Source: an optimization exercise on an open RTL-to-GDS flow (aim: small area and a short achievable clock period). Production flows keep margins and buffers that such runs may drop.
At most, simulation tests tie the RTL to the original design; equivalence was not proved.
No activity file was given, so power comes from the tool's default toggle rates.

== v18 ==
Design executor, start of the top module:
module executor (
    input  logic        clk,
    input  logic        nreset,
    input  logic        enable,
    input  logic [31:0] decoder_inst,
    input  logic [31:0] rn_value,
    input  logic [31:0] rd_rm_value,    
    input  logic [31:0] pc,
    output logic        ready,
    output logic [3:0]  cpsr,
    output logic        condition_passes,
    output logic [31:0] executor_inst,
    output logic        update_pc,
    output logic [31:0] new_pc,
    output logic        update_rd,
    output logic [31:0] rd_value
);
Size in the first run: ~240 I/O pins.
Settings: LEC_CHECK=0, CAP_MARGIN=20, CORE_MARGIN=2, CORE_UTILIZATION=55, CTS_CLUSTER_DIAMETER=100, CTS_CLUSTER_SIZE=28, PLACE_DENSITY=0.65, SETUP_SLACK_MARGIN=5, SLEW_MARGIN=20, SYNTH_HIERARCHICAL=1, TNS_END_PERCENT=5; clock period 10.0 ns.
standard.sh (not shown) runs the stock make flow with config.mk's settings and CLKGATE_MAP_FILE= SYNTH_SCRIPT=/design/flow/synth_recipe.tcl, a recipe that flattens the netlist after the stock synthesis.
==> flow/flow/run.sh <==
#!/bin/bash
# The standard layout (standard.sh), with two changes:
# - port buffers are a real buffer cell, not the delay cell buffer_ports
#   picks by default;
# - after synthesis every combinational cell is set to its smallest drive
#   (downsize.py), and placement and timing repair size up what needs it.
set -euo pipefail
export BUFFER_PORTS_ARGS="-buffer_cell sky130_fd_sc_hd__buf_2"
bash standard.sh synth > synth.log 2>&1
R=orfs/results/sky130hd/executor/base
python3 flow/downsize.py "$FLOW_HOME/platforms/sky130hd/lib/sky130_fd_sc_hd__tt_025C_1v80.lib" \
    $R/1_2_yosys.v $R/1_2_yosys_small.v > downsize.log 2>&1
mv $R/1_2_yosys_small.v $R/1_2_yosys.v
rm -f $R/1_synth.odb $R/1_synth.sdc
bash standard.sh > standard.log 2>&1
==> flow/flow/downsize.py <==
#!/usr/bin/env python3
"""Set every combinational cell of a netlist to the smallest drive of its type.

Reads the liberty file for cell areas; cells whose names differ only in the
drive suffix (_0, _1, _2, ...) share function and pins. Sequential cells,
tie cells and anything without a smaller variant are left alone. The placer
and the timing repair size cells up again where slew, load or timing need it.
usage: downsize.py LIB NETLIST_IN NETLIST_OUT
"""
import re
import sys

lib, src, dst = sys.argv[1:4]
text = open(lib).read()
area = {}
for m in re.finditer(r'cell\s*\(\s*"?(sky130_fd_sc_hd__\w+)"?\s*\)\s*\{\s*(.*?)area\s*:\s*([\d.]+)', text, re.S):
    area[m.group(1)] = float(m.group(3))

keep = ('df', 'edf', 'sdf', 'dl', 'sedf', 'conb', 'tap', 'fill', 'decap', 'lpflow', 'probe',
        'clkbuf', 'clkinv', 'clkdly', 'dlygate', 'dlymetal', 'buf', 'inv', 'bufinv', 'bufbuf')
groups = {}
for cell in area:
    m = re.match(r'sky130_fd_sc_hd__(\w+?)_(\d+)$', cell)
    if not m:
        continue
    base = m.group(1)
    if base.startswith(keep):
        continue
    groups.setdefault(base, []).append(cell)

best = {}
for base, cells in groups.items():
    # smallest area; among equal areas the larger drive
    cells.sort(key=lambda c: (area[c], -int(c.rsplit('_', 1)[1])))
    for c in cells:
        best[c] = cells[0]

count = 0
out = []
for line in open(src):
    m = re.match(r'(\s*)(sky130_fd_sc_hd__\w+)(\s.*)', line)
    if m and m.group(2) in best and best[m.group(2)] != m.group(2):
        line = m.group(1) + best[m.group(2)] + m.group(3) + '\n'
        count += 1
    out.append(line)
open(dst, 'w').write(''.join(out))
print(f'downsized {count} cells')
Relative to v18, the following input files were edited for v43:
- a change of SETUP_SLACK_MARGIN from 5 to 4.6
--- a/flow/flow/run.sh
+++ b/flow/flow/run.sh
@@ -6,5 +6,5 @@
 #   (downsize.py), and placement and timing repair size up what needs it.
 set -euo pipefail
-export BUFFER_PORTS_ARGS="-buffer_cell sky130_fd_sc_hd__buf_2"
+export BUFFER_PORTS_ARGS="-buffer_cell sky130_fd_sc_hd__buf_4"
 bash standard.sh synth > synth.log 2>&1
 R=orfs/results/sky130hd/executor/base
==> notes.md <==
v43 — global-route usage 1.8 points lower, v18 as reference
STATUS maximum vdd ir drop: v43 loses against v18
Looking at period utilization, v43 sits 2.2 points above v18.
[compare] base=v18 new=v43: sequential share of layout area went up, clock skew higher, layout buffer count excluding clock buffers went down by 118.
Here is what was changed in the inputs of v51 compared with v43.
- changing SETUP_SLACK_MARGIN from 4.6 to 4.8
==> notes.md <==
Summary — data arrival time at the worst-slack endpoint, v51 relative to v43: lower, by 0.20 ns. The clock network power share in v51 sits 0.5 points below the value recorded for v43. Re count of clock-buffer cells in the layout: no difference whatsoever between v51 and v43. From v43 to v51 the numbers moved as follows: post-route standard cell area excluding fillers now larger, initial antenna violation count now larger, fraction of the cycle the final worst path needs now smaller, critical path depth in cells now larger, setup clock skew after layout now smaller. Number of buffer and inverter stages on the critical path ends up higher on v51. Worst hold slack: v51 vs v43 — no meaningful difference. Measured against each other, v51 and v43 differ in met2 usage, the lower figure coming from v43.


Another version of the RTL of executor (not shown whole).
For scale: ~9800 cells after synthesis, ~97000 um2 of cells after synthesis.
export LEC_CHECK = 0
export CAP_MARGIN = 20
export CORE_MARGIN = 2
export CORE_UTILIZATION = 55
export CTS_CLUSTER_DIAMETER = 100
export CTS_CLUSTER_SIZE = 28
export PLACE_DENSITY = 0.65
export SETUP_SLACK_MARGIN = 5
export SLEW_MARGIN = 20
export SYNTH_HIERARCHICAL = 1
export TNS_END_PERCENT = 5
create_clock -name core_clock -period 10.0 [get_ports {clk}]
==> flow/flow/run.sh <==
#!/bin/bash
# The standard layout (standard.sh), with two changes:
# - port buffers are a real buffer cell, not the delay cell buffer_ports
#   picks by default;
# - after synthesis every combinational cell is set to its smallest drive
#   (downsize.py), and placement and timing repair size up what needs it.
set -euo pipefail
export BUFFER_PORTS_ARGS="-buffer_cell sky130_fd_sc_hd__buf_4"
bash standard.sh synth > synth.log 2>&1
R=orfs/results/sky130hd/executor/base
python3 flow/downsize.py "$FLOW_HOME/platforms/sky130hd/lib/sky130_fd_sc_hd__tt_025C_1v80.lib" \
    $R/1_2_yosys.v $R/1_2_yosys_small.v > downsize.log 2>&1
mv $R/1_2_yosys_small.v $R/1_2_yosys.v
rm -f $R/1_synth.odb $R/1_synth.sdc
bash standard.sh > standard.log 2>&1
Other scripts of this flow, unchanged in this note and not shown: flow/flow/downsize.py
The first run passed the timing, DRC and antenna checks.
Then changed:
==> flow/flow/run.sh (replaced) <==
#!/bin/bash
# The standard layout (standard.sh), with two changes:
# - port buffers are a real buffer cell, not the delay cell buffer_ports
#   picks by default;
# - after synthesis the memory's cells (a22oi, nand4, nand3, a22o) are set to
#   their smallest drive
#   (downsize.py), and placement and timing repair size up what needs it.
set -euo pipefail
export BUFFER_PORTS_ARGS="-buffer_cell sky130_fd_sc_hd__buf_4"
bash standard.sh synth > synth.log 2>&1
R=orfs/results/sky130hd/executor/base
python3 flow/downsize.py "$FLOW_HOME/platforms/sky130hd/lib/sky130_fd_sc_hd__tt_025C_1v80.lib" \
    $R/1_2_yosys.v $R/1_2_yosys_small.v a22oi nand4 nand3 a22o > downsize.log 2>&1
mv $R/1_2_yosys_small.v $R/1_2_yosys.v
rm -f $R/1_synth.odb $R/1_synth.sdc
bash standard.sh > standard.log 2>&1
Synthesized cell count does not change. Via count shrinks by 1.3%. Total power stays flat. First-iteration DRC count shrinks by 6.9%. Cell area grows by 0.50%. Global-route usage shrinks by 2.3 points. Non-clock buffer count shrinks by 5. Flip-flop and latch count stays the same. Worst setup slack gets worse by 0.067 ns. Worst hold slack gets better by 0.014 ns. Combinational power grows by about 1%.
No functional check of the RTL was part of any run of this note.


executor, a different RTL version from the one above (not shown whole).
Size: ~9900 cells after synthesis, about 2200 flip-flops, about 240 I/O pins, roughly 100000 um2 of cells after synthesis.
Settings: LEC_CHECK=0, CAP_MARGIN=20, CORE_MARGIN=2, CORE_UTILIZATION=55, PLACE_DENSITY=0.65, SETUP_SLACK_MARGIN=5, SLEW_MARGIN=20, SYNTH_HIERARCHICAL=1, TNS_END_PERCENT=5; clock period 10.0 ns.
run.sh (not shown) runs the stock make flow with config.mk's settings and CLKGATE_MAP_FILE= SYNTH_SCRIPT=/design/flow/synth_recipe.tcl, a recipe that flattens the netlist after the stock synthesis.
Stock flow here: none of the scripts above is used.
Change:
- CORE_UTILIZATION: 55 -> 30
- PLACE_DENSITY: 0.65 -> 0.45
The changed run finished with timing, DRC and antenna clean.
Setup slack gets better by 0.080 ns.
Clock-buffer cell count increases by 38.
Area after synthesis stays the same.
Clock power rose by 4.2%.
Die area went up by 82%.
Final area climbs by about 4.3%.
No run of this note included a check of the RTL's function; only the layout flow was run.


Setup of P:
Another version of the RTL of executor (not shown whole).
==> flow/config.mk <==
export PLATFORM = sky130hd
export DESIGN_NAME = executor
export DESIGN_NICKNAME = executor
export VERILOG_FILES = /design/flow/design.v
export SDC_FILE = /design/flow/constraint.sdc
export NUM_CORES = 8
export LEC_CHECK = 0
export CAP_MARGIN = 20
export CORE_MARGIN = 2
export CORE_UTILIZATION = 55
export CTS_CLUSTER_DIAMETER = 100
export CTS_CLUSTER_SIZE = 28
export PLACE_DENSITY = 0.65
export SETUP_SLACK_MARGIN = 5
export SLEW_MARGIN = 20
export SYNTH_HIERARCHICAL = 1
export TNS_END_PERCENT = 5
==> flow/constraint.sdc <==
create_clock -name core_clock -period 10.0 [get_ports {clk}]
set_input_delay 2.0000 -clock core_clock [delete_from_list [all_inputs] [get_ports {clk}]]
set_output_delay 2.0000 -clock core_clock [all_outputs]
set_load 0.01 [all_outputs]
diff inputs: P => Q
--- a/flow/config.mk
+++ b/flow/config.mk
@@ -10,4 +10,2 @@
 export CORE_UTILIZATION = 55
-export CTS_CLUSTER_DIAMETER = 100
-export CTS_CLUSTER_SIZE = 28
 export PLACE_DENSITY = 0.65
[summary]
- The synthesized cell count was comparable across Q and P.
- Lower sum of met3 wire segment lengths after detailed routing among Q and P: Q
- From P to Q the numbers moved as follows: cell area after layout increased 2.7%; area added between synthesis and finish increased 3.0 points; count of clock-net buffers in the final layout went up 225; final cell count rose 211.
Function was not checked in any run of this note: the RTL went through the layout flow alone.

[static timing again, ports no longer ideal]
Ports are ideal in the flow. The routed layouts listed here were re-timed in OpenROAD.
Step 1 assumes that a clkbuf_16 drives the clock port and a buf_2 every other input.
Step 2 moves the port delays by t, midway between the first and last clock arrival at a register: inputs arrive t later, outputs are due t later. That takes back most of the time a late clock gives input paths.
Three values: ideal, step 1, step 2; two values: the first two.
run | shift t [ns] | slack for setup (ns) | worst setup path at the end | latest minus earliest clock arrival (ns)
v18 | 0.885 | 4.488 / 4.472 / 3.640 | input to register | 0.049 / 0.049
v43 | 0.862 | 4.265 / 4.313 / 3.451 | input to register | 0.060 / 0.060
v51 | 0.863 | 4.463 / 4.467 / 3.636 | input to register | 0.057 / 0.056
the first run of note 2 | 0.896 | 3.794 / 3.624 / 2.728 | input to register | 0.053 / 0.052
the second run of note 2 | 0.877 | 3.728 / 3.692 / 2.815 | input to register | 0.063 / 0.063
the first run of note 3 | 0.948 | 3.611 / 3.509 / 2.562 | input to register | 0.084 / 0.083
the second run of note 3 | 1.039 | 3.692 / 3.529 / 2.490 | input to register | 0.092 / 0.092
P | 0.869 | 3.745 / 3.685 / 2.816 | input to register | 0.072 / 0.072
Q | 0.942 | 3.760 / 3.681 / 2.739 | input to register | 0.077 / 0.077
After both steps setup and hold are still met in every run listed. The setup slack of the second run of note 3, which loses most, moves by -0.163 ns with the drivers and by -1.202 ns with both steps.
